Context: an optimization exercise on an open-source flow, tuned for small area. The choices shown serve that exercise and are no tape-out recipe. In this exercise RTL edits were held to simulation tests only and were not proved equivalent to the original. Power is estimated from default activity; no workload was simulated. No driver is modelled on the clock port, so clocking that relies on it looks cheaper here than on a real chip.

--- flow/equiv.ys ---
# Sequential equivalence of the standard and the re-mapped netlist, with
# every cell read as its function in the library.
read_liberty -ignore_miss_func @LIB@
read_verilog @A@
rename morphPipeline gold
read_verilog @B@
rename morphPipeline gate
flatten gold gate
opt_clean
equiv_make gold gate eq
hierarchy -top eq
equiv_simple -undef
equiv_induct -undef
equiv_status -assert
--- flow/run.sh ---
#!/bin/bash
# Own layout flow:
#  1. the standard synthesis, unchanged (bash standard.sh synth);
#  2. its combinational cells re-mapped by Yosys/ABC for area, with every
#     flip-flop kept as it is (same instance, name and cell type); the
#     result must prove equivalent to the standard netlist, else the
#     standard netlist is kept;
#  3. the rest of the standard layout (bash standard.sh), with the
#     port buffers that placement inserts made of the smallest buffer.
# Each tool writes its full output to a log file in this folder.
set -euo pipefail
HERE=$(pwd)
R=$HERE/orfs/results/$FLOW_PLATFORM/morphPipeline/base
LIB=$FLOW_HOME/platforms/$FLOW_PLATFORM/lib/sky130_fd_sc_hd__tt_025C_1v80.lib
YOSYS=$FLOW_HOME/../tools/install/yosys/bin/yosys
[[ -x $YOSYS ]] || YOSYS=$(command -v yosys)
export BUFFER_PORTS_ARGS="-buffer_cell sky130_fd_sc_hd__buf_1"

bash standard.sh synth > flow_1_standard_synth.log 2>&1
cp "$R/1_2_yosys.v" std_1_2_yosys.v

sed -e "s#@LIB@#$LIB#g" -e "s#@IN@#$HERE/std_1_2_yosys.v#g" -e "s#@OUT@#$HERE/remap_1_2_yosys.v#g" \
    -e "s#@TMP@#$HERE/remap_flat.v#g" -e "s#@DONTUSE@#$(cat flow/dont_use.txt)#g" flow/remap.ys > remap.ys
sed -e "s#@LIB@#$LIB#g" -e "s#@A@#$HERE/std_1_2_yosys.v#g" -e "s#@B@#$HERE/remap_1_2_yosys.v#g" \
    flow/equiv.ys > equiv.ys

if "$YOSYS" -l flow_2_remap.log -q -s remap.ys > /dev/null 2>&1 &&
   "$YOSYS" -l flow_3_equiv.log -q -s equiv.ys > /dev/null 2>&1; then
  echo "remapped netlist proved equivalent; using it" > flow_remap_decision.log
  cp remap_1_2_yosys.v "$R/1_2_yosys.v"
  touch "$R/1_2_yosys.v"
else
  echo "remap failed or not proved equivalent; keeping the standard netlist" > flow_remap_decision.log
fi

bash standard.sh > flow_4_standard_layout.log 2>&1
--- design.v ---
package morphPkg;
    localparam int HCNT_W = 12;
    localparam int VCNT_W = 11;
    localparam int H_W = 9;
    localparam int V_W = 8;
    localparam int LINE = 328;
endpackage
`timescale 1ns/1ps
module videoTiming (
    input  logic                     PCLK,
    input  logic                     reset_i,
    output logic [morphPkg::H_W-1:0] h_o,
    output logic [morphPkg::V_W-1:0] v_o
);
    logic                     hLast;
    logic                     vLast;
    logic [morphPkg::H_W-1:0] hNext;
    logic [morphPkg::V_W-1:0] vNext;
    assign hLast = h_o[8] & h_o[6] & h_o[2] & h_o[1] & h_o[0];
    assign vLast = v_o[7] & v_o[6] & v_o[5] & v_o[4] & v_o[0];
    logic [morphPkg::H_W:0] hCarry;
    logic [morphPkg::V_W:0] vCarry;
    assign hCarry[0] = 1'b1;
    assign vCarry[0] = hLast;
    for (genvar i = 0; i < morphPkg::H_W; i++) begin : g_hInc
        assign hCarry[i+1] = hCarry[i] & h_o[i];
        assign hNext[i]    = (h_o[i] ^ hCarry[i]) & ~(reset_i | hLast);
    end
    for (genvar i = 0; i < morphPkg::V_W; i++) begin : g_vInc
        assign vCarry[i+1] = vCarry[i] & v_o[i];
        assign vNext[i]    = (v_o[i] ^ vCarry[i]) & ~(hLast & vLast);
    end
    always_ff @(posedge PCLK) begin
        h_o <= hNext;
        v_o <= vNext & {morphPkg::V_W{~reset_i}};
    end
endmodule
`timescale 1ns/1ps
module binarizer (
    input  logic       PCLK,
    input  logic       reset_i,
    input  logic       frameStart_i,
    input  logic       active_i,
    input  logic [7:0] luma_i,
    input  logic [7:0] threshold_i,
    output logic       bit_o
);
    logic [7:0] thrLatch;
    logic [7:0] thrUse;
    assign thrUse = frameStart_i ? threshold_i : thrLatch;
    always_ff @(posedge PCLK) begin
        thrLatch <= thrUse;
    end
    logic [8:0] ge;
    assign ge[0] = 1'b1;
    for (genvar i = 0; i < 8; i++) begin : g_cmp
        assign ge[i+1] = (luma_i[i] & ~thrUse[i]) | (~(luma_i[i] ^ thrUse[i]) & ge[i]);
    end
    assign bit_o = active_i & ~reset_i & ge[8];
endmodule
`timescale 1ns/1ps
module morphWindow #(
    parameter int LEN = 328
) (
    input  logic           PCLK,
    input  logic           d_i,
    output logic [LEN-1:0] sr_o
);
    always_ff @(posedge PCLK) begin
        sr_o <= {sr_o[LEN-2:0], d_i};
    end
endmodule
`timescale 1ns/1ps
module morphStage (
    input  logic PCLK,
    input  logic isOpen_i,
    input  logic isClose_i,
    input  logic odd_i,        
    input  logic row0_i,       
    input  logic keepOpen_i,   
    input  logic keepClose_i,  
    input  logic bit_i,
    output logic s2_o
);
    localparam int L  = morphPkg::LINE;
    localparam int LS = morphPkg::LINE / 2;
    logic [L:0]    lane1;
    logic [L:0]    lane0;
    logic [LS:0]   laneS;
    logic isPass;
    logic inv;
    logic [1:0] cA, pA;    
    logic [1:0] cB, pB;    
    logic       gA, gB;
    logic [3:0] dA, dB;    
    logic       a1, c1;
    logic       a2, e2, m2, p2;
    logic       bH;
    logic       v1, v1a, v1b;
    logic       s1;
    logic       v2, v2a, v2b;
    logic       cN, mN;
    logic [3:0] nN;
    logic [1:0] code;
    logic       tN, tH;
    assign isPass = ~isOpen_i & ~isClose_i;
    assign inv    = isClose_i;
    morphWindow #(.LEN(L + 1)) line1 (.PCLK(PCLK), .d_i(code[1]), .sr_o(lane1));
    morphWindow #(.LEN(L + 1)) line0 (.PCLK(PCLK), .d_i(code[0]), .sr_o(lane0));
    always_ff @(posedge PCLK) begin
        laneS <= {laneS[LS-1:0], odd_i ? laneS[LS] : (tH & tN)};
    end
    function automatic logic [3:0] decode(input logic [1:0] c, input logic [1:0] p, input logic g);
        logic hi;
        hi = g | (c == 2'd1 && p == 2'd0);
        decode[3] = ~(c[1] & c[0]) & (c[1] | c[0] | hi);
        decode[2] = (c[1] & ~c[0]) | (~c[1] & hi);
        decode[1] = ~c[1] & ~c[0] & hi;
        decode[0] = ~c[1] & (~c[0] | hi);
    endfunction
    assign cA = {lane1[L-2], lane0[L-2]};
    assign pA = odd_i ? {lane1[L-1], lane0[L-1]} : {lane1[L-3], lane0[L-3]};
    assign gA = odd_i ? laneS[LS-3] : laneS[LS-4];
    assign dA = decode(cA, pA, gA);
    assign a1 = (isPass ? cA[1] : dA[3] ^ inv) & ~row0_i;
    assign c1 = (dA[2] ^ inv) & ~row0_i;
    always_comb begin
        if (isOpen_i)       v1 = c1 & bit_i;
        else if (isClose_i) v1 = c1 | bit_i;
        else                v1 = a1;
    end
    always_ff @(posedge PCLK) begin
        v1a <= v1;
        v1b <= v1a;
        bH  <= bit_i;
    end
    always_comb begin
        if (isOpen_i)       s1 = v1b & v1a & v1;
        else if (isClose_i) s1 = v1b | v1a | v1;
        else                s1 = v1a;
    end
    assign cB = {lane1[L-1], lane0[L-1]};
    assign pB = odd_i ? {lane1[L-2], lane0[L-2]} : {lane1[L], lane0[L]};
    assign gB = odd_i ? laneS[LS-3] : laneS[LS-2];
    assign dB = decode(cB, pB, gB);
    assign a2 = (dB[3] ^ inv) & ~row0_i;
    assign e2 = (dB[1] ^ inv) & ~row0_i;
    assign m2 = (dB[0] ^ inv) & ~row0_i;
    assign p2 = cB[0] & ~row0_i;
    always_comb begin
        if (isOpen_i) begin
            v2 = m2 | s1;
            cN = a2 & bH;
            mN = s1 | e2;
        end else if (isClose_i) begin
            v2 = m2 & s1;
            cN = a2 | bH;
            mN = s1 & e2;
        end else begin
            v2 = p2;
            cN = 1'b0;
            mN = 1'b0;
        end
    end
    assign nN = {bH, cN, s1, mN} ^ {4{inv}};
    always_comb begin
        if (isPass) begin
            code = {bH, s1};
            tN   = 1'b1;
        end else begin
            code[1] = ~nN[0] & (~nN[3] | nN[2]);
            code[0] = (~nN[3] & ~nN[0]) | (nN[3] & ~nN[2]) | (nN[2] & nN[0] & ~nN[1]);
            tN      = code[1] | (nN[2] & nN[0]);
        end
    end
    always_ff @(posedge PCLK) begin
        tH  <= tN;
        v2a <= v2;
        v2b <= v2a;
    end
    always_comb begin
        if (isOpen_i)       s2_o = (v2b | v2a | v2) & keepOpen_i;
        else if (isClose_i) s2_o = (v2b & v2a & v2) & keepClose_i;
        else                s2_o = v2a;
    end
endmodule
`timescale 1ns/1ps
module morphPipeline (
    input  logic        PCLK,
    input  logic        reset_i,
    input  logic [7:0]  luma_i,
    input  logic [7:0]  threshold_i,
    input  logic [1:0]  mode_i,
    output logic [11:0] hCnt_o,
    output logic [10:0] vCnt_o,
    output logic        pixel_o,
    output logic [11:0] outHCnt_o,
    output logic [10:0] outVCnt_o,
    output logic        outValid_o
);
    logic [morphPkg::H_W-1:0] h;
    logic [morphPkg::V_W-1:0] v;
    logic       frameStart;
    logic       active;
    logic       bin;
    logic [1:0] modeLatch;
    logic [1:0] modeUse;
    logic       hEdge1, vEdge1, hEdge2, vEdge2;
    logic       s2;
    logic [2:0] outPipe;
    videoTiming timing (
        .PCLK    (PCLK),
        .reset_i (reset_i),
        .h_o     (h),
        .v_o     (v)
    );
    assign hCnt_o = {3'b000, h};
    assign vCnt_o = {3'b000, v};
    assign active     = ~(h[8] & h[6]) & ~(&v[7:4]);
    assign frameStart = (h == '0) && (v == '0);
    assign modeUse = frameStart ? mode_i : modeLatch;
    always_ff @(posedge PCLK) begin
        modeLatch <= modeUse;
    end
    binarizer binarize (
        .PCLK         (PCLK),
        .reset_i      (reset_i),
        .frameStart_i (frameStart),
        .active_i     (active),
        .luma_i       (luma_i),
        .threshold_i  (threshold_i),
        .bit_o        (bin)
    );
    assign hEdge1 = (~|h[8:2] & ~h[0]) | (h[8] & h[6] & h[0]);       
    assign vEdge1 = (~|v[7:2] & ~v[0]) | (&v[7:4] & v[0]);           
    assign hEdge2 = ~|h[8:2] | (h[8] & h[6]);                        
    assign vEdge2 = ~|v[7:2] | (&v[7:4]);                            
    morphStage engine (
        .PCLK        (PCLK),
        .isOpen_i    (modeUse == 2'd1),
        .isClose_i   (modeUse == 2'd2),
        .odd_i       (h[0]),
        .row0_i      (v == '0),
        .keepOpen_i  (~hEdge1 & ~vEdge1),
        .keepClose_i (~hEdge2 & ~vEdge2),
        .bit_i       (bin),
        .s2_o        (s2)
    );
    always_ff @(posedge PCLK) begin
        outPipe <= {outPipe[1:0], s2};
    end
    assign outValid_o = ((|h[8:3]) | (h[2] & (h[1] | h[0]))) &
                        ~(h[8] & h[6] & h[2] & (h[1] | h[0])) & (|v[7:1]);
    assign pixel_o    = outPipe[2] & outValid_o;
    logic [9:0] hBorrow;
    logic [8:0] outH;
    logic [7:0] vBorrow;
    logic [7:0] outV;
    localparam logic [8:0] H_OFF = 9'd5;
    assign hBorrow[0] = 1'b0;
    for (genvar i = 0; i < 9; i++) begin : g_hSub
        assign outH[i]      = h[i] ^ H_OFF[i] ^ hBorrow[i];
        assign hBorrow[i+1] = (~h[i] & (H_OFF[i] | hBorrow[i])) | (H_OFF[i] & hBorrow[i]);
    end
    assign outV[0]    = v[0];
    assign vBorrow[1] = 1'b1;
    for (genvar i = 1; i < 8; i++) begin : g_vSub
        assign outV[i] = v[i] ^ vBorrow[i];
        if (i < 7) begin : g_b
            assign vBorrow[i+1] = vBorrow[i] & ~v[i];
        end
    end
    assign vBorrow[0] = 1'b0;
    assign outHCnt_o  = {3'b000, outH};
    assign outVCnt_o  = {3'b000, outV};
endmodule
--- constraint.sdc ---
create_clock -name core_clock -period 10.0 [get_ports {PCLK}]
set_input_delay 2.0000 -clock core_clock [delete_from_list [all_inputs] [get_ports {PCLK}]]
set_output_delay 2.0000 -clock core_clock [all_outputs]
set_load 0.01 [all_outputs]
--- config.mk ---
export PLATFORM = sky130hd
export DESIGN_NAME = morphPipeline
export DESIGN_NICKNAME = morphPipeline
export VERILOG_FILES = /design/flow/design.v
export SDC_FILE = /design/flow/constraint.sdc
export NUM_CORES = 4
export LEC_CHECK = 0
export ABC_AREA = 1
export CAP_MARGIN = 20
export CORE_MARGIN = 2
export CORE_UTILIZATION = 65
export CTS_BUF_LIST = sky130_fd_sc_hd__clkbuf_16
export CTS_CLUSTER_DIAMETER = 80
export CTS_CLUSTER_SIZE = 34
export PLACE_DENSITY = 0.75
export SLEW_MARGIN = 20
--- standard.sh ---
#!/bin/bash
# synth_recipe.tcl (not shown) runs the flow's synth.tcl, then flattens the netlist and writes it again
# the make line also repeats each setting of config.mk as NAME=value (left out here)
make -C /OpenROAD-flow-scripts/flow DESIGN_CONFIG=/design/flow/config.mk WORK_HOME=/design/flow/orfs CLKGATE_MAP_FILE= SYNTH_SCRIPT=/design/flow/synth_recipe.tcl "${@:-finish}"
--- flow/dont_use.txt ---
-dont_use sky130_fd_sc_hd__probe_p_8 -dont_use sky130_fd_sc_hd__probec_p_8 -dont_use sky130_fd_sc_hd__lpflow_bleeder_1 -dont_use sky130_fd_sc_hd__lpflow_clkbufkapwr_1 -dont_use sky130_fd_sc_hd__lpflow_clkbufkapwr_16 -dont_use sky130_fd_sc_hd__lpflow_clkbufkapwr_2 -dont_use sky130_fd_sc_hd__lpflow_clkbufkapwr_4 -dont_use sky130_fd_sc_hd__lpflow_clkbufkapwr_8 -dont_use sky130_fd_sc_hd__lpflow_clkinvkapwr_1 -dont_use sky130_fd_sc_hd__lpflow_clkinvkapwr_16 -dont_use sky130_fd_sc_hd__lpflow_clkinvkapwr_2 -dont_use sky130_fd_sc_hd__lpflow_clkinvkapwr_4 -dont_use sky130_fd_sc_hd__lpflow_clkinvkapwr_8 -dont_use sky130_fd_sc_hd__lpflow_decapkapwr_12 -dont_use sky130_fd_sc_hd__lpflow_decapkapwr_3 -dont_use sky130_fd_sc_hd__lpflow_decapkapwr_4 -dont_use sky130_fd_sc_hd__lpflow_decapkapwr_6 -dont_use sky130_fd_sc_hd__lpflow_decapkapwr_8 -dont_use sky130_fd_sc_hd__lpflow_inputiso0n_1 -dont_use sky130_fd_sc_hd__lpflow_inputiso0p_1 -dont_use sky130_fd_sc_hd__lpflow_inputiso1n_1 -dont_use sky130_fd_sc_hd__lpflow_inputiso1p_1 -dont_use sky130_fd_sc_hd__lpflow_inputisolatch_1 -dont_use sky130_fd_sc_hd__lpflow_isobufsrc_1 -dont_use sky130_fd_sc_hd__lpflow_isobufsrc_16 -dont_use sky130_fd_sc_hd__lpflow_isobufsrc_2 -dont_use sky130_fd_sc_hd__lpflow_isobufsrc_4 -dont_use sky130_fd_sc_hd__lpflow_isobufsrc_8 -dont_use sky130_fd_sc_hd__lpflow_isobufsrckapwr_16 -dont_use sky130_fd_sc_hd__lpflow_lsbuf_lh_hl_isowell_tap_1 -dont_use sky130_fd_sc_hd__lpflow_lsbuf_lh_hl_isowell_tap_2 -dont_use sky130_fd_sc_hd__lpflow_lsbuf_lh_hl_isowell_tap_4 -dont_use sky130_fd_sc_hd__lpflow_lsbuf_lh_isowell_4 -dont_use sky130_fd_sc_hd__lpflow_lsbuf_lh_isowell_tap_1 -dont_use sky130_fd_sc_hd__lpflow_lsbuf_lh_isowell_tap_2 -dont_use sky130_fd_sc_hd__lpflow_lsbuf_lh_isowell_tap_4 
--- flow/remap.ys ---
# Re-map the combinational cells of the standard synthesis for area.
# Flip-flops and tie cells stay black boxes, so they keep their instances.
read_liberty -ignore_miss_func @LIB@
blackbox sky130_fd_sc_hd__dfxtp_1
blackbox sky130_fd_sc_hd__edfxtp_1
blackbox sky130_fd_sc_hd__conb_1
read_verilog @IN@
hierarchy -top morphPipeline
flatten
opt -purge
rename -hide w:* x:* %d
opt_clean -purge
write_verilog -noattr @TMP@
design -reset
read_liberty -lib @LIB@
read_verilog @TMP@
hierarchy -top morphPipeline
proc
opt
techmap
opt -purge
abc -liberty @LIB@ @DONTUSE@
opt_clean -purge
splitnets
opt_clean -purge
hilomap -singleton -hicell sky130_fd_sc_hd__conb_1 HI -locell sky130_fd_sc_hd__conb_1 LO
insbuf -buf sky130_fd_sc_hd__buf_4 A X
check -assert -mapped
write_verilog -noattr -nohex -nodec @OUT@
==> impl_metrics.yaml, run 1 <==
run_status:
  run_status: "complete, no violations"
floorplanning:
  io-pin-count: 68
  die_h_microns: 172
  die_x_extent_microns: 172
  core_region_area_sq_um: 27900
  fp.dieArea_sq_um: 29700
  fp-row-count: 61
  initial_core_util_pct: 66.2
pwr:
  combPwrFrac_pct: 1.6
  power_frac_seq_pct: 71.4
  swShare_pct: 19.5
  vdd_ir_drop_max_uv: 147
  pwr_density_cell_nw_per_um2: 267
  clock_power_share_pct: 27.0
  internal_pwr_total_w: 0.00427
  p_total_w: 0.00530
  power_switching_w: 0.00103
  leakagePower_nw: 7.85
sta:
  setup_total_negative_slack_ns: 0
  skew_ns: 0.0236
  timing_hold_violations_final: 0
  hold_slack_ns: 0.307
  timing.max_slew.rel_slack_pct: 36.5
  fmax_ghz: 0.173
  period_needed_ns: 5.77
  min_period_over_period_pct: 57.7
  unrepaired_setup_endpoints_after_global_routing: "no"
  worst_pin_slew_ns: 0.949
  report.final.setup_viol: 0
  finalMaxSlewViolations: 0
worst_setup_path:
  cp_max_fo: 11
  cp_common_cell: "nor2_1"
  setup.worst_path.start_class: "flip-flop"
  rr_startpoint: "timing.v_o[6]"
  reg_to_reg_critical_path_endpoint: "engine.laneS[0]"
  ff2ff_path_depth: 14
  timing.critical_path.cells: "nor4_1 -> nand4_1 -> nor2_1 -> mux2i_1 -> nor2b_1 -> nor2_1 -> a211oi_1 -> a21oi_1 -> o41ai_1 -> a31oi_1 -> a311oi_1 -> o22ai_1 -> o21ai_0 -> a31o_1"
  timing.critical_path.buf_inv: 0
  worst_setup_path_end_kind: "flip-flop"
  critical-path-slowest-cell: "o41ai_1"
  path_delay_family: "compound AO/OA/AOI/OAI gates"
  worst_ep_required_time_ns: 10.53
  timing.setup.critical_path_class: "flip-flop to flip-flop"
  arrival_ns: 6.30
  regToRegSetupSlack_ns: 4.23
  slowest_delay_ns: 0.84
cells_and_area:
  final_layout_size_suffix_gt1_share_pct: 2.60
  mostFrequentLayoutCell: "dfxtp_1"
  layout.nets: 1173
  multiInputGateArea_sq_um: 1130
  sequential_cell_area_sq_um: 17200
  syn_to_final_growth_pct: 7.52
  n_fill_cell: 1725
  final_design_area_no_fill_sq_um: 19800
  diodes: 0
  mostFrequentLayoutCells: "dfxtp_1, buf_1, clkbuf_16"
min_path:
  hp-start: "engine.line1.sr_o[193]"
  timing.hold.worst_endpoint: "engine.line1.sr_o[194]"
  timing.hold.worst_path_depth: 0
  hold_path.class: "flip-flop to flip-flop"
routing:
  drtIter0Drc: 424
  total_number_of_vias: 6857
  detail_route.wl_per_cell_microns: 13.6
  drt_pass1_iterations: 5
  viasPerCell: 4.48
  ant_nets: 0
  routed_wirelength_microns: 20800
  drt_drc_violations_left: 0
placed_design:
  detailed_place.area_sq_um: 19100
  dp_hpwl_microns: 10700
  port_buffers: 55
  globalplace.congestion: 0.806
clocking:
  clock_tree_from_tritoncts: "built"
  clock_tree.root_cell: "clkbuf_16"
  clk_latency_ns: 0.58
  path_clk_slew_ns: 0.12
  postCtsSetupBuffers: 0
  h_tree_depth_reported_by_cts: 1
  clock_sink_count: 859
  cts_buffers: 29
  cts-hold-fix-buffers: 0
  cts.path.max_buffers: 3
  ctsResizeCount: 0
yosys:
  cells_after_synth: 1068
  synth.yosys.warnings: 5
  syn-cell-area_sq_um: 18400
  synth_area_per_cell_sq_um: 17.3
grt:
  track_usage_pct: 14.3
  grt.overflow.total: 0
  grt_antenna_before_repair: 0
  maximum_number_of_pins_on_one_net_before_global_route_repair: 35
  vias_in_the_first_global_route: 6568
  grt_first_pass_wirelength_microns: 33700
run:
  cap_violations: 0
-- state kept, by name (all words and copies together) (netlist names) --
| register | flops |
|---|---|
| engine.tH | 1 |
| binarize.thrLatch | 8 |
| timing.h_o | 9 |
| engine.v2b | 1 |
| engine.line0.sr_o | 329 |
| engine.line1.sr_o | 329 |
| engine.v1b | 1 |
| engine.v1a | 1 |
| outPipe | 3 |
| timing.v_o | 8 |
| modeLatch | 2 |
| engine.bH | 1 |
| engine.laneS | 165 |
| engine.v2a | 1 |
-- area by class of cell --
class | count | area share, %
Timing Repair Buffer | 55 | 1.04
Clock buffer | 29 | 3.66
Tap cell | 378 | 2.39
Multi-Input combinational cell | 193 | 5.70
Inverter | 15 | 0.284
Sequential cell | 859 | 86.8
Clock inverter | 1 | 0.152
-- stage by stage --
step,util [%],instances,worst slack [ns]
final,71.1,1530,4.23
after global routing,71.1,1530,3.75
after CTS,71.1,1530,4.31
after detailed placement,68.4,1500,4.40
after global placement,68.4,1500,4.82
after floorplan,-,1079,5.20
-- routing by layer --
layer	vias to the layer above	track usage, %	wire [microns]
met3	40	2.40	859
met2	126	20.9	8310
li1	3506	-	-
met4	0	3.80	444
met5	-	0	0
met1	3185	22.5	11200
-- worst register-to-register path, delay by kind of cell, from the launching register on --
family           cells  cell delay [ns]
flip-flops           1             0.40
AO/OA/AOI/OAI        8             2.51
AND/OR/NAND/NOR      5             2.41
multiplexers         1             0.41
-- worst max path at each step --
stage / to / cells after the start / start / slack (ns)
floorplan: engine.laneS[0] / 11 / mode_i[0] / 5.20
global placement: engine.laneS[0] / 14 / timing.v_o[6] / 4.82
detailed placement: engine.laneS[0] / 14 / timing.v_o[6] / 4.40
CTS: engine.laneS[0] / 14 / timing.v_o[6] / 4.31
global route: engine.laneS[0] / 14 / timing.v_o[4] / 3.75
finish: engine.laneS[0] / 14 / timing.v_o[6] / 4.23
-- power groups by stage --
stage	clock network, W	logic [W]	registers, W
floorplan	0	0.0000664	0.00382
global placement	0	0.0000821	0.00385
detailed placement	0	0.0000848	0.00385
CTS	0.00147	0.0000859	0.00379
global route	0.00158	0.0000969	0.00381
finish	0.00143	0.0000870	0.00378
==> run 2, diff against run 1 <==
--- a/config.mk
+++ b/config.mk
@@ -9,8 +9,8 @@
 export CAP_MARGIN = 20
 export CORE_MARGIN = 2
 export CORE_UTILIZATION = 65
-export CTS_BUF_LIST = sky130_fd_sc_hd__clkbuf_16
+export CTS_BUF_LIST = sky130_fd_sc_hd__clkbuf_8
 export CTS_CLUSTER_DIAMETER = 80
-export CTS_CLUSTER_SIZE = 34
+export CTS_CLUSTER_SIZE = 22
 export PLACE_DENSITY = 0.75
 export SLEW_MARGIN = 20
==> impl_metrics.yaml, run 2 <==
clocking:
  ctsResizeCount: 0
  clock_sink_count: 859
  h_tree_depth_reported_by_cts: 2
  path_clk_slew_ns: 0.12
  clock_tree.root_cell: "clkbuf_8"
  cts-hold-fix-buffers: 0
  cts.path.max_buffers: 3
  postCtsSetupBuffers: 0
  clock_tree_from_tritoncts: "built"
  cts_buffers: 45
  clk_latency_ns: 0.59
worst_setup_path:
  slowest_delay_ns: 0.82
  timing.critical_path.cells: "nor4_1 -> nand4_1 -> nor2_1 -> mux2i_1 -> nor2b_1 -> nor2_1 -> a211oi_1 -> a21oi_1 -> o41ai_1 -> o21ai_0 -> a311oi_1 -> o22ai_1 -> o21ai_0 -> a31o_1"
  cp_max_fo: 11
  regToRegSetupSlack_ns: 4.30
  arrival_ns: 6.24
  worst_setup_path_end_kind: "flip-flop"
  critical-path-slowest-cell: "nor2_1"
  worst_ep_required_time_ns: 10.54
  setup.worst_path.start_class: "flip-flop"
  reg_to_reg_critical_path_endpoint: "engine.laneS[0]"
  timing.setup.critical_path_class: "flip-flop to flip-flop"
  startpoint: "timing.v_o[6]"
  rr_startpoint: "timing.v_o[6]"
  ff2ff_path_depth: 14
run_status:
  run_status: "complete, no violations"
sta:
  hold_slack_ns: 0.310
  timing_hold_violations_final: 0
  skew_ns: 0.0231
  timing.max_slew.rel_slack_pct: 37.4
  unrepaired_setup_endpoints_after_global_routing: "no"
  worst_pin_slew_ns: 0.935
  min_period_over_period_pct: 57.0
  period_needed_ns: 5.70
  fmax_ghz: 0.175
  setup_total_negative_slack_ns: 0
  finalMaxSlewViolations: 0
  report.final.setup_viol: 0
cells_and_area:
  layout.nets: 1189
  final_layout_size_suffix_gt1_share_pct: 4.18
  diodes: 0
  syn_to_final_growth_pct: 7.10
  final_cell_count_no_fill: 1550
  reg.largest.list: "engine.line0.sr_o (329), engine.line1.sr_o (329), engine.laneS (165)"
  mostFrequentLayoutCell: "dfxtp_1"
  mostFrequentLayoutCells: "dfxtp_1, buf_1, clkbuf_8"
  n_fill_cell: 1739
  finalCoreUtilization_pct: 70.9
placed_design:
  place.detailed.instances: 1500
  port_buffers: 55
  globalplace.congestion: 0.806
  dp_hpwl_microns: 10700
floorplanning:
  initial_core_util_pct: 66.2
  io-pin-count: 68
  fp-row-count: 61
  die_h_microns: 172
  core_region_area_sq_um: 27900
  die_x_extent_microns: 172
  fp.dieArea_sq_um: 29700
pwr:
  vdd_ir_drop_max_uv: 141
  clock_power_share_pct: 25.7
  power_switching_w: 0.00104
  internal_pwr_total_w: 0.00417
  pwr_density_cell_nw_per_um2: 264
  power_frac_seq_pct: 72.6
  combPwrFrac_pct: 1.7
  leakagePower_nw: 7.84
  swShare_pct: 19.9
routing:
  viasPerCell: 4.44
  drtIter0Drc: 342
  drt_drc_violations_left: 0
  ant_nets: 0
  drt_pass1_iterations: 4
  detail_route.wl_per_cell_microns: 13.2
  total_number_of_vias: 6888
  routed_wirelength_microns: 20500
grt:
  grt.overflow.total: 0
  track_usage_pct: 14.4
  vias_in_the_first_global_route: 6672
  grt_antenna_before_repair: 0
  maximum_number_of_pins_on_one_net_before_global_route_repair: 23
  grt_first_pass_wirelength_microns: 33600
run:
  cap_violations: 0
min_path:
  hold_path.class: "flip-flop to flip-flop"
  timing.hold.worst_path_depth: 0
  hp-start: "engine.line1.sr_o[169]"
  timing.hold.worst_endpoint: "engine.line1.sr_o[170]"
yosys:
  cells_after_synth: 1068
  synth_area_per_cell_sq_um: 17.3
  syn-cell-area_sq_um: 18400
  synth.yosys.warnings: 5
## run 2: changes by cell type in the layout (fill, tap and decap cells not counted)
cell	delta
inv_1	+1
clkinv_16	-1
clkbuf_16	-29
clkinvlp_4	+1
clkbuf_8	+47
inv_16	+1
## run 2: per-stage QoR
step	setup WS (ns)	total power, W	cell area, sq um
2_1_floorplan	5.20	0.00389	18500
3_3_place_gp	4.82	0.00393	19100
3_5_place_dp	4.40	0.00394	19100
4_1_cts	4.35	0.00526	19700
5_1_grt	3.80	0.00541	19700
6_report	4.30	0.00521	19700
## run 2: cell type report
type / instances / area (sq um) / area share (%)
Multi-Input combinational cell: 193 / 1130 / 5.72
Tap cell: 378 / 473 / 2.40
Clock inverter: 3 / 31.3 / 0.158
Clock buffer: 47 / 647 / 3.28
Inverter: 15 / 56.3 / 0.285
Sequential cell: 859 / 17200 / 87.1
Timing Repair Buffer: 55 / 206 / 1.05
## run 2: how the worst max path moves through the flow
stage	slack (ns)	depth (start not counted)	to
final	4.30	14	engine.laneS[0]
after global routing	3.80	14	engine.laneS[0]
after CTS	4.35	14	engine.laneS[0]
after detailed placement	4.40	14	engine.laneS[0]
after global placement	4.82	14	engine.laneS[0]
after floorplan	5.20	11	engine.laneS[0]
## run 2: per-layer routing
layer  GRT usage, %  wire length (microns)  vias to the layer above
li1               -                      -                     3534
met1           22.0                  10900                     3157
met2           20.6                   8110                      144
met3           3.07                    905                       53
met4           4.79                    527                        0
met5              0                      0                        -
## run 2: power groups by stage
| stage | combinational [W] | clock [W] | sequential, W |
|---|---|---|---|
| final | 0.0000862 | 0.00134 | 0.00378 |
| after global routing | 0.0000963 | 0.00150 | 0.00381 |
| after CTS | 0.0000854 | 0.00138 | 0.00379 |
| after detailed placement | 0.0000848 | 0 | 0.00385 |
| after global placement | 0.0000821 | 0 | 0.00385 |
| after floorplan | 0.0000664 | 0 | 0.00382 |
## run 2: critical path, delay by kind of cell, from the launching register on
kind             cells  cell delay (ns)
flip-flops           1             0.40
AO/OA/AOI/OAI        8             2.44
multiplexers         1             0.41
AND/OR/NAND/NOR      5             2.41
==> run 3, diff against run 2 <==
--- a/config.mk
+++ b/config.mk
@@ -9,8 +9,8 @@
 export CAP_MARGIN = 20
 export CORE_MARGIN = 2
 export CORE_UTILIZATION = 65
-export CTS_BUF_LIST = sky130_fd_sc_hd__clkbuf_8
-export CTS_CLUSTER_DIAMETER = 80
-export CTS_CLUSTER_SIZE = 22
+export CTS_BUF_LIST = sky130_fd_sc_hd__clkbuf_8 sky130_fd_sc_hd__clkbuf_16
+export CTS_CLUSTER_DIAMETER = 70
+export CTS_CLUSTER_SIZE = 28
 export PLACE_DENSITY = 0.75
 export SLEW_MARGIN = 20
==> impl_metrics.yaml, run 3 <==
run_status:
  run_status: "complete, no violations"
worst_setup_path:
  setup.worst_path.start_class: "flip-flop"
  timing.setup.critical_path_class: "flip-flop to flip-flop"
  timing.critical_path.cells: "nor4_1 -> nand4_1 -> nor2_1 -> mux2i_1 -> nor2b_1 -> nor2_1 -> a211oi_1 -> a21oi_1 -> o41ai_1 -> a31oi_1 -> a311oi_1 -> o22ai_1 -> o21ai_0 -> a31o_1"
  worst_ep_required_time_ns: 10.48
  cp_max_fo: 11
  arrival_ns: 6.32
  startpoint: "timing.v_o[6]"
  worst_setup_path_end_kind: "flip-flop"
  slowest_delay_ns: 0.81
  regToRegSetupSlack_ns: 4.16
  critPathCapture: "engine.laneS[0]"
  cp_common_cell: "nor2_1"
  ff2ff_path_depth: 14
  reg_to_reg_critical_path_endpoint: "engine.laneS[0]"
  rr_startpoint: "timing.v_o[6]"
  critical-path-slowest-cell: "nor2_1"
clocking:
  ctsResizeCount: 0
  clock_tree.root_cell: "clkbuf_16"
  clk_latency_ns: 0.54
  cts_buffers: 36
  postCtsSetupBuffers: 0
  clock_sink_count: 859
  h_tree_depth_reported_by_cts: 2
  cts-hold-fix-buffers: 0
  cts.path.max_buffers: 3
  path_clk_slew_ns: 0.11
  clock_tree_from_tritoncts: "built"
yosys:
  synth_area_per_cell_sq_um: 17.3
  syn-cell-area_sq_um: 18400
  synth.yosys.warnings: 5
  cells_after_synth: 1068
cells_and_area:
  n_fill_cell: 1707
  sequential_cell_area_sq_um: 17200
  layout.nets: 1180
  final_design_area_no_fill_sq_um: 20000
  syn_to_final_growth_pct: 8.51
  diodes: 0
  multiInputGateArea_sq_um: 1130
  mostFrequentLayoutCells: "dfxtp_1, buf_1, clkbuf_16"
  mostFrequentLayoutCell: "dfxtp_1"
  reg.largest.list: "engine.line0.sr_o (329), engine.line1.sr_o (329), engine.laneS (165)"
  final_layout_size_suffix_gt1_share_pct: 3.27
sta:
  finalMaxSlewViolations: 0
  unrepaired_setup_endpoints_after_global_routing: "no"
  skew_ns: 0.0212
  min_period_over_period_pct: 58.4
  worst_pin_slew_ns: 0.933
  period_needed_ns: 5.84
  report.final.setup_viol: 0
  fmax_ghz: 0.171
  setup_total_negative_slack_ns: 0
  timing.max_slew.rel_slack_pct: 37.6
  timing_hold_violations_final: 0
grt:
  maximum_number_of_pins_on_one_net_before_global_route_repair: 29
  track_usage_pct: 15.5
  grt.overflow.total: 0
  grt_antenna_before_repair: 0
  grt_first_pass_wirelength_microns: 35600
  vias_in_the_first_global_route: 6824
routing:
  detail_route.wl_per_cell_microns: 14.6
  viasPerCell: 4.50
  total_number_of_vias: 6918
  routed_wirelength_microns: 22400
  ant_nets: 0
  drtIter0Drc: 360
  drt_drc_violations_left: 0
  drt_pass1_iterations: 5
pwr:
  swShare_pct: 19.7
  internal_pwr_total_w: 0.00440
  leakagePower_nw: 7.95
  combPwrFrac_pct: 1.7
  power_switching_w: 0.00108
  vdd_ir_drop_max_uv: 124
  clock_power_share_pct: 29.3
  power_frac_seq_pct: 69.1
  pwr_density_cell_nw_per_um2: 274
placed_design:
  port_buffers: 55
  dp_hpwl_microns: 10700
  globalplace.congestion: 0.806
  detailed_place.area_sq_um: 19100
floorplanning:
  die_x_extent_microns: 172
  initial_core_util_pct: 66.2
  io-pin-count: 68
  core_region_area_sq_um: 27900
  fp-row-count: 61
  fp.dieArea_sq_um: 29700
  die_h_microns: 172
run:
  cap_violations: 0
min_path:
  hp-start: "engine.laneS[72]"
  hold_path.class: "flip-flop to flip-flop"
run 3: worst min path at each step:
stage | to | depth (start not counted)
after floorplan | engine.laneS[100] | 0
after global placement | engine.line1.sr_o[3] | 0
after detailed placement | engine.line0.sr_o[128] | 0
after CTS | engine.laneS[73] | 0
after global routing | engine.laneS[73] | 0
final | engine.laneS[73] | 0
run 3: critical path, delay by kind of cell, from the launching register on:
family	cells	cell delay, ns
multiplexers	1	0.40
AO/OA/AOI/OAI	8	2.54
AND/OR/NAND/NOR	5	2.45
flip-flops	1	0.40
run 3: power by group through the flow:
stage	Sequential [W]	Combinational, W	Clock (W)
after CTS	0.00380	0.0000904	0.00165
after detailed placement	0.00385	0.0000848	0
after global routing	0.00382	0.000101	0.00176
final	0.00379	0.0000917	0.00161
after floorplan	0.00382	0.0000664	0
after global placement	0.00385	0.0000821	0
run 3: through the flow:
| stage | total power, W | util (%) | setup WS (ns) | hold slack (ns) | instances |
|---|---|---|---|---|---|
| after CTS | 0.00554 | 71.8 | 4.19 | 0.319 | 1539 |
| final | 0.00549 | 71.8 | 4.16 | 0.316 | 1539 |
| after global placement | 0.00393 | 68.4 | 4.82 | 0.310 | 1500 |
| after detailed placement | 0.00394 | 68.4 | 4.40 | 0.312 | 1500 |
| after global routing | 0.00568 | 71.8 | 3.78 | 0.325 | 1539 |
| after floorplan | 0.00389 | - | 5.20 | 0.310 | 1079 |
run 3: layout make-up:
cell class	count	share of cell area, %
Clock inverter	2	0.0626
Timing Repair Buffer	55	1.03
Inverter	15	0.282
Sequential cell	859	86.0
Clock buffer	37	4.63
Tap cell	378	2.36
Multi-Input combinational cell	193	5.64
run 3: layer usage:
metal / GRT usage, % / part of all wire (%)
met1: 22.8 / 51
met3: 3.09 / 4.2
met4: 4.64 / 2.2
met2: 23.7 / 42
met5: 0 / 0
==> run 4, diff against run 3 <==
--- a/config.mk
+++ b/config.mk
@@ -9,8 +9,8 @@
 export CAP_MARGIN = 20
 export CORE_MARGIN = 2
 export CORE_UTILIZATION = 65
-export CTS_BUF_LIST = sky130_fd_sc_hd__clkbuf_8 sky130_fd_sc_hd__clkbuf_16
-export CTS_CLUSTER_DIAMETER = 70
-export CTS_CLUSTER_SIZE = 28
+export CTS_BUF_LIST = sky130_fd_sc_hd__clkbuf_16
+export CTS_CLUSTER_DIAMETER = 60
+export CTS_CLUSTER_SIZE = 32
 export PLACE_DENSITY = 0.75
 export SLEW_MARGIN = 20
==> impl_metrics.yaml, run 4 <==
yosys:
  synth_area_per_cell_sq_um: 17.3
  synth.yosys.warnings: 5
  syn-cell-area_sq_um: 18400
  cells_after_synth: 1068
sta:
  skew_ns: 0.0223
  timing.max_slew.rel_slack_pct: 36.3
  setup_total_negative_slack_ns: 0
  fmax_ghz: 0.176
  period_needed_ns: 5.67
  worst_pin_slew_ns: 0.952
  report.final.setup_viol: 0
  min_period_over_period_pct: 56.7
  finalMaxSlewViolations: 0
  unrepaired_setup_endpoints_after_global_routing: "no"
  timing_hold_violations_final: 0
cells_and_area:
  layout.nets: 1180
  mostFrequentLayoutCell: "dfxtp_1"
  reg.largest.list: "engine.line0.sr_o (329), engine.line1.sr_o (329), engine.laneS (165)"
  mostFrequentLayoutCells: "dfxtp_1, buf_1, clkbuf_16"
  final_cell_count_no_fill: 1551
  diodes: 0
  n_fill_cell: 1709
  final_design_area_no_fill_sq_um: 20100
  syn_to_final_growth_pct: 9.31
  final_layout_size_suffix_gt1_share_pct: 4.26
routing:
  drtIter0Drc: 426
  viasPerCell: 4.47
  drt_pass1_iterations: 5
  detail_route.wl_per_cell_microns: 14.1
  ant_nets: 0
  routed_wirelength_microns: 21900
  drt_drc_violations_left: 0
  total_number_of_vias: 6926
pwr:
  vdd_ir_drop_max_uv: 131
  p_total_w: 0.00558
  pwr_density_cell_nw_per_um2: 277
  leakagePower_nw: 8.01
worst_setup_path:
  arrival_ns: 6.15
  timing.setup.critical_path_class: "flip-flop to flip-flop"
  cp_max_fo: 11
  rr_startpoint: "timing.v_o[6]"
  startpoint: "timing.v_o[6]"
  regToRegSetupSlack_ns: 4.33
  worst_ep_required_time_ns: 10.48
  setup.worst_path.start_class: "flip-flop"
  worst_setup_path_end_kind: "flip-flop"
placed_design:
  dp_hpwl_microns: 10700
  place.detailed.instances: 1500
  port_buffers: 55
  detailed_place.area_sq_um: 19100
  globalplace.congestion: 0.806
clocking:
  clock_sink_count: 859
  cts-hold-fix-buffers: 0
  clock_tree.root_cell: "clkbuf_16"
  h_tree_depth_reported_by_cts: 2
  cts_buffers: 36
  ctsResizeCount: 0
  postCtsSetupBuffers: 0
  path_clk_slew_ns: 0.11
  clk_latency_ns: 0.54
  cts.path.max_buffers: 3
  clock_tree_from_tritoncts: "built"
grt:
  grt_first_pass_wirelength_microns: 35200
  vias_in_the_first_global_route: 6678
  maximum_number_of_pins_on_one_net_before_global_route_repair: 33
  track_usage_pct: 15.3
  grt_antenna_before_repair: 0
  grt.overflow.total: 0
min_path:
  hp-start: "engine.line1.sr_o[175]"
  hold_path.class: "flip-flop to flip-flop"
floorplanning:
  die_h_microns: 172
  io-pin-count: 68
  fp-row-count: 61
  die_x_extent_microns: 172
  fp.dieArea_sq_um: 29700
  core_region_area_sq_um: 27900
  initial_core_util_pct: 66.2
run_status:
  run_status: "complete, no violations"
run:
  cap_violations: 0
## run 4: final cells by class
cell class | count | area (sq um) | share of cell area [%]
sequential | 859 | 17200 | 85.4
clock inverter | 14 | 159 | 0.789
multi-input combinational | 193 | 1130 | 5.60
timing repair buffer | 55 | 206 | 1.02
tap | 378 | 473 | 2.35
inverter | 15 | 56.3 | 0.279
clock buffer | 37 | 926 | 4.60
## run 4: per-stage QoR
step | setup WS, ns | utilization [%] | hold slack, ns
global route | 3.82 | 72.3 | 0.310
CTS | 4.31 | 72.3 | 0.313
finish | 4.33 | 72.3 | 0.311
floorplan | 5.20 | - | 0.310
detailed placement | 4.40 | 68.4 | 0.312
global placement | 4.82 | 68.4 | 0.310
## run 4: critical path, cell delays in order (launching register included)
cell and delay, ns:
dfxtp_1 0.40, nor4_1 0.43, nand4_1 0.37, nor2_1 0.84
mux2i_1 0.40, nor2b_1 0.70, nor2_1 0.11, a211oi_1 0.29
a21oi_1 0.11, o41ai_1 0.78, a31oi_1 0.27, a311oi_1 0.30
o22ai_1 0.17, o21ai_0 0.26, a31o_1 0.18
## run 4: path summary, 6_finish.rpt
path	end	depth (start not counted)
worst max register to register	engine.laneS[0]	14
worst min-delay path	engine.line1.sr_o[176]	0
worst max-delay path	engine.laneS[0]	14
worst min register to register	engine.line1.sr_o[176]	0
## run 4: power breakdown
group	switching [W]	internal, W	total [W]
Clock	0.000995	0.000708	0.00170
Sequential	0.0000876	0.00370	0.00379
Combinational	0.0000555	0.0000324	0.0000879
Total	0.00114	0.00444	0.00558
## run 4: per-layer routing
metal | share of wire, % | up-vias | track usage [%] | wire, microns
met2 | 42 | 137 | 22.8 | 9100
met3 | 4.4 | 34 | 2.75 | 955
met1 | 52 | 3211 | 23.2 | 11400
li1 | - | 3544 | - | -
met5 | 0 | - | 0 | 0
met4 | 2.0 | 0 | 4.75 | 438
==> run 5, diff against run 4 <==
--- a/config.mk
+++ b/config.mk
@@ -9,8 +9,8 @@
 export CAP_MARGIN = 20
 export CORE_MARGIN = 2
 export CORE_UTILIZATION = 65
-export CTS_BUF_LIST = sky130_fd_sc_hd__clkbuf_16
+export CTS_BUF_LIST = sky130_fd_sc_hd__clkbuf_8
 export CTS_CLUSTER_DIAMETER = 60
-export CTS_CLUSTER_SIZE = 32
+export CTS_CLUSTER_SIZE = 20
 export PLACE_DENSITY = 0.75
 export SLEW_MARGIN = 20
==> impl_metrics.yaml, run 5 <==
run_status:
  run_status: "complete, no violations"
floorplanning:
  die_x_extent_microns: 172
  fp.dieArea_sq_um: 29700
  initial_core_util_pct: 66.2
  core_region_area_sq_um: 27900
  io-pin-count: 68
  fp-row-count: 61
  die_h_microns: 172
min_path:
  hold_path.class: "flip-flop to flip-flop"
  hp-start: "engine.line1.sr_o[164]"
yosys:
  synth_area_per_cell_sq_um: 17.3
  syn-cell-area_sq_um: 18400
  cells_after_synth: 1068
  synth.yosys.warnings: 5
worst_setup_path:
  worst_ep_required_time_ns: 10.55
  cp_max_fo: 11
  worst_setup_path_end_kind: "flip-flop"
  rr_startpoint: "timing.v_o[6]"
  cp_common_cell: "nor2_1"
  setup.worst_path.start_class: "flip-flop"
  timing.setup.critical_path_class: "flip-flop to flip-flop"
  arrival_ns: 6.17
  critical-path-slowest-cell: "nor2_1"
  startpoint: "timing.v_o[6]"
  slowest_delay_ns: 0.82
  timing.critical_path.cells: "nor4_1 -> nand4_1 -> nor2_1 -> mux2i_1 -> nor2b_1 -> nor2_1 -> a211oi_1 -> a21oi_1 -> o41ai_1 -> a31oi_1 -> a311oi_1 -> o22ai_1 -> o21ai_0 -> a31o_1"
cells_and_area:
  final_design_area_no_fill_sq_um: 19800
  diodes: 0
  final_layout_size_suffix_gt1_share_pct: 4.67
  syn_to_final_growth_pct: 7.52
  sequential_cell_area_sq_um: 17200
  mostFrequentLayoutCell: "dfxtp_1"
  mostFrequentLayoutCells: "dfxtp_1, buf_1, clkbuf_8"
  reg.largest.list: "engine.line0.sr_o (329), engine.line1.sr_o (329), engine.laneS (165)"
  n_fill_cell: 1727
  layout.nets: 1193
  multiInputGateArea_sq_um: 1130
clocking:
  postCtsSetupBuffers: 0
  cts-hold-fix-buffers: 0
  ctsResizeCount: 0
  clock_tree.root_cell: "clkbuf_8"
  path_clk_slew_ns: 0.11
  clk_latency_ns: 0.60
  clock_tree_from_tritoncts: "built"
  cts_buffers: 49
  h_tree_depth_reported_by_cts: 2
  clock_sink_count: 859
  cts.path.max_buffers: 3
run:
  cap_violations: 0
sta:
  skew_ns: 0.0178
  setup_total_negative_slack_ns: 0
  hold_slack_ns: 0.317
  timing.max_slew.rel_slack_pct: 37.3
  report.final.setup_viol: 0
  finalMaxSlewViolations: 0
  worst_pin_slew_ns: 0.937
  period_needed_ns: 5.62
  unrepaired_setup_endpoints_after_global_routing: "no"
  fmax_ghz: 0.178
  min_period_over_period_pct: 56.2
  timing_hold_violations_final: 0
pwr:
  clock_power_share_pct: 26.4
  internal_pwr_total_w: 0.00422
  leakagePower_nw: 7.87
  combPwrFrac_pct: 1.6
  vdd_ir_drop_max_uv: 110
  swShare_pct: 19.8
  pwr_density_cell_nw_per_um2: 265
  power_frac_seq_pct: 71.9
  p_total_w: 0.00526
  power_switching_w: 0.00104
placed_design:
  port_buffers: 55
  globalplace.congestion: 0.806
  dp_hpwl_microns: 10700
  detailed_place.area_sq_um: 19100
grt:
  maximum_number_of_pins_on_one_net_before_global_route_repair: 21
  grt_first_pass_wirelength_microns: 34000
  track_usage_pct: 14.5
  vias_in_the_first_global_route: 6769
  grt_antenna_before_repair: 0
  grt.overflow.total: 0
routing:
  drt_drc_violations_left: 0
  drt_pass1_iterations: 6
  ant_nets: 0
  drtIter0Drc: 372
  total_number_of_vias: 6951
  detail_route.wl_per_cell_microns: 13.2
  viasPerCell: 4.47
  routed_wirelength_microns: 20500
==> run 5: per-layer routing <==
layer  track usage (%)  vias up  share of wire, %
li1                  -     3546                 -
met1              22.0     3194                53
met2              20.8      154                40
met3              3.18       57               4.6
met4              5.26        0               2.8
met5                 0        -                 0
==> run 5: worst paths after layout <==
kind              slack [ns]  cells after the start                      to
setup reg to reg        4.38                     14         engine.laneS[0]
setup / recovery        4.38                     14         engine.laneS[0]
hold / removal          0.32                      0  engine.line1.sr_o[165]
hold reg to reg         0.32                      0  engine.line1.sr_o[165]
==> run 5: power groups by stage <==
stage               clock [W]  combinational [W]  sequential (W)
floorplan                   0          0.0000664         0.00382
global placement            0          0.0000821         0.00385
detailed placement          0          0.0000848         0.00385
CTS                   0.00144          0.0000857         0.00379
global route          0.00156          0.0000967         0.00381
finish                0.00139          0.0000866         0.00378
==> run 5: layout make-up <==
cell class | count | share of cell area [%]
Multi-Input combinational cell | 193 | 5.70
Sequential cell | 859 | 86.8
Clock buffer | 53 | 3.68
Tap cell | 378 | 2.39
Inverter | 15 | 0.284
Timing Repair Buffer | 55 | 1.04
Clock inverter | 2 | 0.126
==> run 5: metrics by stage <==
step	instances	utilization (%)	worst slack, ns
after floorplan	1079	-	5.20
after global placement	1500	68.4	4.82
after detailed placement	1500	68.4	4.40
after CTS	1555	71.1	4.38
after global routing	1555	71.1	3.81
final	1555	71.1	4.38
==> run 5: critical path: cells and delay by family (launching register included) <==
family           cells  cell delay, ns
multiplexers         1            0.41
AND/OR/NAND/NOR      5            2.39
flip-flops           1            0.40
AO/OA/AOI/OAI        8            2.36
==> run 6, diff against run 5 <==
--- a/config.mk
+++ b/config.mk
@@ -8,9 +8,9 @@
 export ABC_AREA = 1
 export CAP_MARGIN = 20
 export CORE_MARGIN = 2
-export CORE_UTILIZATION = 65
+export CORE_UTILIZATION = 75
 export CTS_BUF_LIST = sky130_fd_sc_hd__clkbuf_8
 export CTS_CLUSTER_DIAMETER = 60
 export CTS_CLUSTER_SIZE = 20
-export PLACE_DENSITY = 0.75
+export PLACE_DENSITY = 0.85
 export SLEW_MARGIN = 20
==> impl_metrics.yaml, run 6 <==
worst_setup_path:
  timing.setup.critical_path_class: "flip-flop to flip-flop"
  critical_path_depth: 15
  timing.critical_path.cells: "nor4_1 -> nand4_1 -> nor2_1 -> buf_4 -> mux2i_1 -> nor2b_1 -> nor2_1 -> a211oi_1 -> a21oi_1 -> o41ai_1 -> o21ai_0 -> a311oi_1 -> o22ai_1 -> o21ai_0 -> a31o_1"
  slowest_delay_ns: 0.87
  worst_ep_required_time_ns: 10.56
  cp_max_fo: 11
  worst_setup_path_end_kind: "flip-flop"
  ff2ff_path_depth: 15
  rr_startpoint: "timing.v_o[6]"
  critical-path-slowest-cell: "o41ai_1"
  reg_to_reg_critical_path_endpoint: "engine.laneS[0]"
  setup.worst_path.start_class: "flip-flop"
  arrival_ns: 6.33
  timing.critical_path.buf_inv: 1
  path_delay_family: "compound AO/OA/AOI/OAI gates"
  regToRegSetupSlack_ns: 4.23
run:
  cap_violations: 0
pwr:
  clock_power_share_pct: 25.9
  leakagePower_nw: 7.84
  pwr_density_cell_nw_per_um2: 267
  power_switching_w: 0.00107
  power_frac_seq_pct: 72.3
  vdd_ir_drop_max_uv: 172
  internal_pwr_total_w: 0.00418
  combPwrFrac_pct: 1.8
  swShare_pct: 20.3
floorplanning:
  initial_core_util_pct: 76.0
  die_h_microns: 161
  core_region_area_sq_um: 24200
  fp.dieArea_sq_um: 25800
  fp-row-count: 57
  io-pin-count: 68
  die_x_extent_microns: 161
grt:
  vias_in_the_first_global_route: 7642
  grt.overflow.total: 0
  grt_antenna_before_repair: 0
  track_usage_pct: 20.7
  grt_first_pass_wirelength_microns: 41300
  maximum_number_of_pins_on_one_net_before_global_route_repair: 21
clocking:
  clock_sink_count: 859
  postCtsSetupBuffers: 0
  cts.path.max_buffers: 3
  ctsResizeCount: 0
  cts_buffers: 48
  clock_tree.root_cell: "clkbuf_8"
  cts-hold-fix-buffers: 0
  clock_tree_from_tritoncts: "built"
  clk_latency_ns: 0.61
  path_clk_slew_ns: 0.12
  h_tree_depth_reported_by_cts: 2
routing:
  ant_nets: 0
  drtIter0Drc: 498
  drt_drc_violations_left: 0
  viasPerCell: 4.81
  total_number_of_vias: 7215
  drt_pass1_iterations: 5
  routed_wirelength_microns: 25700
  detail_route.wl_per_cell_microns: 17.1
sta:
  fmax_ghz: 0.173
  worst_pin_slew_ns: 0.921
  timing.max_slew.rel_slack_pct: 37.8
  skew_ns: 0.0277
  report.final.setup_viol: 0
  finalMaxSlewViolations: 0
  setup_total_negative_slack_ns: 0
  timing_hold_violations_final: 0
  period_needed_ns: 5.77
  unrepaired_setup_endpoints_after_global_routing: "no"
  min_period_over_period_pct: 57.7
min_path:
  hp-start: "engine.line1.sr_o[311]"
  timing.hold.worst_endpoint: "engine.line1.sr_o[312]"
  hold_path.class: "flip-flop to flip-flop"
  timing.hold.worst_path_depth: 0
cells_and_area:
  reg.largest.list: "engine.line0.sr_o (329), engine.line1.sr_o (329), engine.laneS (165)"
  final_design_area_no_fill_sq_um: 19700
  syn_to_final_growth_pct: 6.86
  n_fill_cell: 1128
  mostFrequentLayoutCells: "dfxtp_1, buf_1, clkbuf_8"
  layout.nets: 1193
  mostFrequentLayoutCell: "dfxtp_1"
  diodes: 0
  final_layout_size_suffix_gt1_share_pct: 4.43
yosys:
  synth_area_per_cell_sq_um: 17.3
  cells_after_synth: 1068
  synth.yosys.warnings: 5
  syn-cell-area_sq_um: 18400
placed_design:
  detailed_place.area_sq_um: 19000
  dp_hpwl_microns: 14500
  globalplace.congestion: 0.881
  port_buffers: 55
run_status:
  run_status: "complete, no violations"
## run 6: worst max path at each step
| stage | to | from | slack, ns |
|---|---|---|---|
| 2_1_floorplan | engine.laneS[0] | mode_i[0] | 5.20 |
| 4_1_cts | engine.laneS[0] | timing.v_o[6] | 4.49 |
| 3_3_place_gp | engine.laneS[0] | mode_i[0] | 4.79 |
| 5_1_grt | engine.laneS[0] | timing.v_o[4] | 3.83 |
| 6_report | engine.laneS[0] | timing.v_o[6] | 4.23 |
| 3_5_place_dp | engine.laneS[0] | mode_i[0] | 4.23 |
## run 6: layer usage
layer	up-vias	global-route usage [%]	part of all wire (%)
met5	-	0	0
met4	0	6.29	2.3
met3	54	3.64	4.1
met2	197	35.0	48
met1	3417	27.8	45
li1	3547	-	-
## run 6: power by group through the flow
stage	registers, W	clock network (W)	logic, W
6_report	0.00380	0.00136	0.0000932
5_1_grt	0.00382	0.00150	0.000101
4_1_cts	0.00380	0.00139	0.0000899
3_5_place_dp	0.00386	0	0.0000880
3_3_place_gp	0.00385	0	0.0000803
2_1_floorplan	0.00382	0	0.0000664
## run 6: through the flow
step / setup WS (ns) / hold WS, ns / std cells / util [%] / power [W]
after floorplan: 5.20 / 0.310 / 1079 / - / 0.00389
after CTS: 4.49 / 0.327 / 1499 / 81.2 / 0.00528
after detailed placement: 4.23 / 0.312 / 1447 / 78.4 / 0.00395
after global placement: 4.79 / 0.311 / 1447 / 78.4 / 0.00393
after global routing: 3.83 / 0.332 / 1499 / 81.2 / 0.00542
final: 4.23 / 0.323 / 1499 / 81.2 / 0.00525
## run 6: worst reg2reg max path, cell delays in order (launching register included)
cell,delay [ns]
dfxtp_1,0.41
nor4_1,0.47
nand4_1,0.38
nor2_1,0.20
buf_4,0.22
mux2i_1,0.42
nor2b_1,0.75
nor2_1,0.15
a211oi_1,0.37
a21oi_1,0.16
o41ai_1,0.87
o21ai_0,0.28
a311oi_1,0.38
o22ai_1,0.17
o21ai_0,0.31
a31o_1,0.19
## run 6: area by class of cell
| cell class | instances | area [sq um] | share of cell area (%) |
|---|---|---|---|
| clock buffer | 49 | 674 | 3.42 |
| inverter | 15 | 56.3 | 0.286 |
| timing repair buffer | 56 | 214 | 1.09 |
| sequential | 859 | 17200 | 87.3 |
| tap | 324 | 405 | 2.06 |
| clock inverter | 3 | 18.8 | 0.0953 |
| multi-input combinational | 193 | 1130 | 5.73 |
==> run 7, diff against run 6 <==
--- a/flow/run.sh
+++ b/flow/run.sh
@@ -19,8 +19,14 @@
 bash standard.sh synth > flow_1_standard_synth.log 2>&1
 cp "$R/1_2_yosys.v" std_1_2_yosys.v
 
+# The platform's don't-use cells, as its config.mk lists them
+printf 'include %s\nprint:\n\t@echo $(DONT_USE_CELLS)\n' "$FLOW_HOME/platforms/$FLOW_PLATFORM/config.mk" > dont_use.mk
+DONTUSE=$(make -s -f dont_use.mk print 2> flow_0_dont_use.log | tr ' ' '\n' | grep . | sed 's/^/-dont_use /' | tr '\n' ' ')
+echo "$DONTUSE" > dont_use.txt
+[[ -n $DONTUSE ]]
+
 sed -e "s#@LIB@#$LIB#g" -e "s#@IN@#$HERE/std_1_2_yosys.v#g" -e "s#@OUT@#$HERE/remap_1_2_yosys.v#g" \
-    -e "s#@TMP@#$HERE/remap_flat.v#g" -e "s#@DONTUSE@#$(cat flow/dont_use.txt)#g" flow/remap.ys > remap.ys
+    -e "s#@TMP@#$HERE/remap_flat.v#g" -e "s#@DONTUSE@#$DONTUSE#g" flow/remap.ys > remap.ys
 sed -e "s#@LIB@#$LIB#g" -e "s#@A@#$HERE/std_1_2_yosys.v#g" -e "s#@B@#$HERE/remap_1_2_yosys.v#g" \
     flow/equiv.ys > equiv.ys
 
--- a/config.mk
+++ b/config.mk
@@ -9,8 +9,8 @@
 export CAP_MARGIN = 20
 export CORE_MARGIN = 2
 export CORE_UTILIZATION = 75
-export CTS_BUF_LIST = sky130_fd_sc_hd__clkbuf_8
-export CTS_CLUSTER_DIAMETER = 60
-export CTS_CLUSTER_SIZE = 20
+export CTS_BUF_LIST = sky130_fd_sc_hd__clkbuf_16
+export CTS_CLUSTER_DIAMETER = 45
+export CTS_CLUSTER_SIZE = 40
 export PLACE_DENSITY = 0.85
 export SLEW_MARGIN = 20
removed: flow/dont_use.txt
==> impl_metrics.yaml, run 7 <==
run_status:
  run_status: "stopped before the end"
  firstError: "[ERROR DPL-0033] detailed placement checks failed during check placement."
  flow.stopped_at: "clock tree synthesis"
yosys:
  synth.yosys.warnings: 5
  syn-cell-area_sq_um: 18400
  cells_after_synth: 1068
  synth_area_per_cell_sq_um: 17.3
floorplanning:
  die_x_extent_microns: 161
  die_h_microns: 161
  io-pin-count: 68
  initial_core_util_pct: 76.0
  fp-row-count: 57
clocking:
  h_tree_depth_reported_by_cts: 2
  postCtsSetupBuffers: 0
  cts-hold-fix-buffers: 0
  clock_tree.root_cell: "clkbuf_16"
  cts.path.max_buffers: 3
  cts_buffers: 43
  ctsResizeCount: 0
placed_design:
  dp_hpwl_microns: 14500
  port_buffers: 55
  globalplace.congestion: 0.881
==> run 7: per-stage QoR <==
stage / setup WS, ns / utilization, % / hold WS [ns] / cells / cell area (sq um)
after floorplan: 5.20 / - / 0.310 / 1079 / 18500
after global placement: 4.79 / 78.4 / 0.311 / 1447 / 19000
after detailed placement: 4.23 / 78.4 / 0.312 / 1447 / 19000
==> run 7: worst max path at each step <==
stage | end | slack [ns] | cells past startpoint
global placement | engine.laneS[0] | 4.79 | 12
floorplan | engine.laneS[0] | 5.20 | 11
detailed placement | engine.laneS[0] | 4.23 | 12
==> run 7: power by group through the flow <==
stage | sequential (W) | clock, W | combinational (W)
after floorplan | 0.00382 | 0 | 0.0000664
after global placement | 0.00385 | 0 | 0.0000803
after detailed placement | 0.00386 | 0 | 0.0000880
==> run 8, diff against run 7 <==
--- a/config.mk
+++ b/config.mk
@@ -8,9 +8,9 @@
 export ABC_AREA = 1
 export CAP_MARGIN = 20
 export CORE_MARGIN = 2
-export CORE_UTILIZATION = 75
-export CTS_BUF_LIST = sky130_fd_sc_hd__clkbuf_16
-export CTS_CLUSTER_DIAMETER = 45
-export CTS_CLUSTER_SIZE = 40
-export PLACE_DENSITY = 0.85
+export CORE_UTILIZATION = 65
+export CTS_BUF_LIST = sky130_fd_sc_hd__clkbuf_8
+export CTS_CLUSTER_DIAMETER = 60
+export CTS_CLUSTER_SIZE = 20
+export PLACE_DENSITY = 0.75
 export SLEW_MARGIN = 20
==> impl_metrics.yaml, run 8 <==
cells_and_area:
  n_fill_cell: 1727
  reg.largest.list: "engine.line0.sr_o (329), engine.line1.sr_o (329), engine.laneS (165)"
  final_layout_size_suffix_gt1_share_pct: 4.67
  mostFrequentLayoutCell: "dfxtp_1"
  diodes: 0
  mostFrequentLayoutCells: "dfxtp_1, buf_1, clkbuf_8"
  layout.nets: 1193
  syn_to_final_growth_pct: 7.52
clocking:
  postCtsSetupBuffers: 0
  ctsResizeCount: 0
  clock_sink_count: 859
  path_clk_slew_ns: 0.11
  clock_tree.root_cell: "clkbuf_8"
  clk_latency_ns: 0.60
  h_tree_depth_reported_by_cts: 2
  cts.path.max_buffers: 3
  cts_buffers: 49
  cts-hold-fix-buffers: 0
  clock_tree_from_tritoncts: "built"
min_path:
  hold_path.class: "flip-flop to flip-flop"
  timing.hold.worst_path_depth: 0
  timing.hold.worst_endpoint: "engine.line1.sr_o[165]"
  hp-start: "engine.line1.sr_o[164]"
pwr:
  vdd_ir_drop_max_uv: 110
  leakagePower_nw: 7.87
  p_total_w: 0.00526
  pwr_density_cell_nw_per_um2: 265
worst_setup_path:
  regToRegSetupSlack_ns: 4.38
  worst_ep_required_time_ns: 10.55
  worst_setup_path_end_kind: "flip-flop"
  reg_to_reg_critical_path_endpoint: "engine.laneS[0]"
  setup.worst_path.start_class: "flip-flop"
  arrival_ns: 6.17
  timing.setup.critical_path_class: "flip-flop to flip-flop"
  rr_startpoint: "timing.v_o[6]"
  ff2ff_path_depth: 14
  cp_max_fo: 11
grt:
  vias_in_the_first_global_route: 6769
  maximum_number_of_pins_on_one_net_before_global_route_repair: 21
  grt_first_pass_wirelength_microns: 34000
  grt_antenna_before_repair: 0
  track_usage_pct: 14.5
  grt.overflow.total: 0
floorplanning:
  fp-row-count: 61
  io-pin-count: 68
  core_region_area_sq_um: 27900
  fp.dieArea_sq_um: 29700
  die_h_microns: 172
  initial_core_util_pct: 66.2
  die_x_extent_microns: 172
run:
  cap_violations: 0
yosys:
  syn-cell-area_sq_um: 18400
  synth_area_per_cell_sq_um: 17.3
  synth.yosys.warnings: 5
  cells_after_synth: 1068
sta:
  fmax_ghz: 0.178
  timing.max_slew.rel_slack_pct: 37.3
  worst_pin_slew_ns: 0.937
  report.final.setup_viol: 0
  finalMaxSlewViolations: 0
  unrepaired_setup_endpoints_after_global_routing: "no"
  min_period_over_period_pct: 56.2
  timing_hold_violations_final: 0
  setup_total_negative_slack_ns: 0
  period_needed_ns: 5.62
  skew_ns: 0.0178
routing:
  total_number_of_vias: 6951
  ant_nets: 0
  drtIter0Drc: 372
  viasPerCell: 4.47
  detail_route.wl_per_cell_microns: 13.2
  drt_pass1_iterations: 6
  routed_wirelength_microns: 20500
  drt_drc_violations_left: 0
run_status:
  run_status: "complete, no violations"
placed_design:
  globalplace.congestion: 0.806
  dp_hpwl_microns: 10700
  port_buffers: 55
-- run 8: worst max-delay path, stage by stage, from the launching register on --
cell and delay, ns:
dfxtp_1 0.40, nor4_1 0.43, nand4_1 0.35, nor2_1 0.82, mux2i_1 0.41, nor2b_1 0.68, nor2_1 0.11, a211oi_1 0.30
a21oi_1 0.11, o41ai_1 0.75, a31oi_1 0.28, a311oi_1 0.33, o22ai_1 0.16, o21ai_0 0.25, a31o_1 0.18
-- run 8: through the flow --
stage | setup WS, ns | utilization (%) | instances | area [sq um] | hold slack [ns]
floorplan | 5.20 | - | 1079 | 18500 | 0.310
global placement | 4.82 | 68.4 | 1500 | 19100 | 0.310
detailed placement | 4.40 | 68.4 | 1500 | 19100 | 0.312
CTS | 4.38 | 71.1 | 1555 | 19800 | 0.317
global route | 3.81 | 71.1 | 1555 | 19800 | 0.317
finish | 4.38 | 71.1 | 1555 | 19800 | 0.317
-- run 8: worst max-delay path by stage --
stage | start | end | cells past startpoint
2_1_floorplan | mode_i[0] | engine.laneS[0] | 11
3_3_place_gp | timing.v_o[6] | engine.laneS[0] | 14
3_5_place_dp | timing.v_o[6] | engine.laneS[0] | 14
4_1_cts | timing.v_o[6] | engine.laneS[0] | 14
5_1_grt | timing.v_o[6] | engine.laneS[0] | 14
6_report | timing.v_o[6] | engine.laneS[0] | 14
-- run 8: report_power, final --
part	total [W]	internal [W]	switching, W
Sequential	0.00378	0.00370	0.0000807
Clock	0.00139	0.000483	0.000907
Combinational	0.0000866	0.0000324	0.0000543
Total	0.00526	0.00422	0.00104
-- run 8: cell type report --
| type | count | area (sq um) | share of cell area (%) |
|---|---|---|---|
| Multi-Input combinational cell | 193 | 1130 | 5.70 |
| Inverter | 15 | 56.3 | 0.284 |
| Tap cell | 378 | 473 | 2.39 |
| Clock buffer | 53 | 729 | 3.68 |
| Timing Repair Buffer | 55 | 206 | 1.04 |
| Sequential cell | 859 | 17200 | 86.8 |
| Clock inverter | 2 | 25.0 | 0.126 |
-- run 8: per-layer routing --
| layer | up-vias | GRT usage (%) | wire, microns |
|---|---|---|---|
| li1 | 3546 | - | - |
| met1 | 3194 | 22.0 | 10800 |
| met2 | 154 | 20.8 | 8180 |
| met3 | 57 | 3.18 | 941 |
| met4 | 0 | 5.26 | 578 |
| met5 | - | 0 | 0 |

[port drivers added, routing unchanged]
How much do the figures lean on ideal ports? The routed layouts below were timed once more, with nothing changed but the port constraints.
Step 1 (the two cells are an assumption about what drives the block):
set clk [get_ports {PCLK}]
set_driving_cell -lib_cell sky130_fd_sc_hd__clkbuf_16 $clk
set_driving_cell -lib_cell sky130_fd_sc_hd__buf_2 [delete_from_list [all_inputs] $clk]
Step 2 also shifts input and output timing later by t, the mid clock arrival at the registers, as if the neighbouring blocks saw the same clock.
a / b / c = ideal / step 1 / step 2; a / b = the first two.
run | shift t [ns] | setup WS [ns] | worst data-port slew with drivers (ns)
run 1 | 0.617 | 4.227 / 4.227 / 4.227 | 0.03
run 2 | 0.619 | 4.300 / 4.300 / 4.300 | 0.03
run 3 | 0.580 | 4.161 / 4.161 / 4.161 | 0.04
run 4 | 0.577 | 4.333 / 4.333 / 4.333 | 0.03
run 5 | 0.633 | 4.379 / 4.379 / 4.379 | 0.03
run 6 | 0.637 | 4.231 / 4.231 / 3.889 | 0.05
run 8 | 0.633 | 4.379 / 4.379 / 4.379 | 0.03
After both steps setup and hold are still met in every run listed. The setup slack of run 6, which loses most, moves by 0.000 ns with the drivers and by -0.342 ns with both steps.
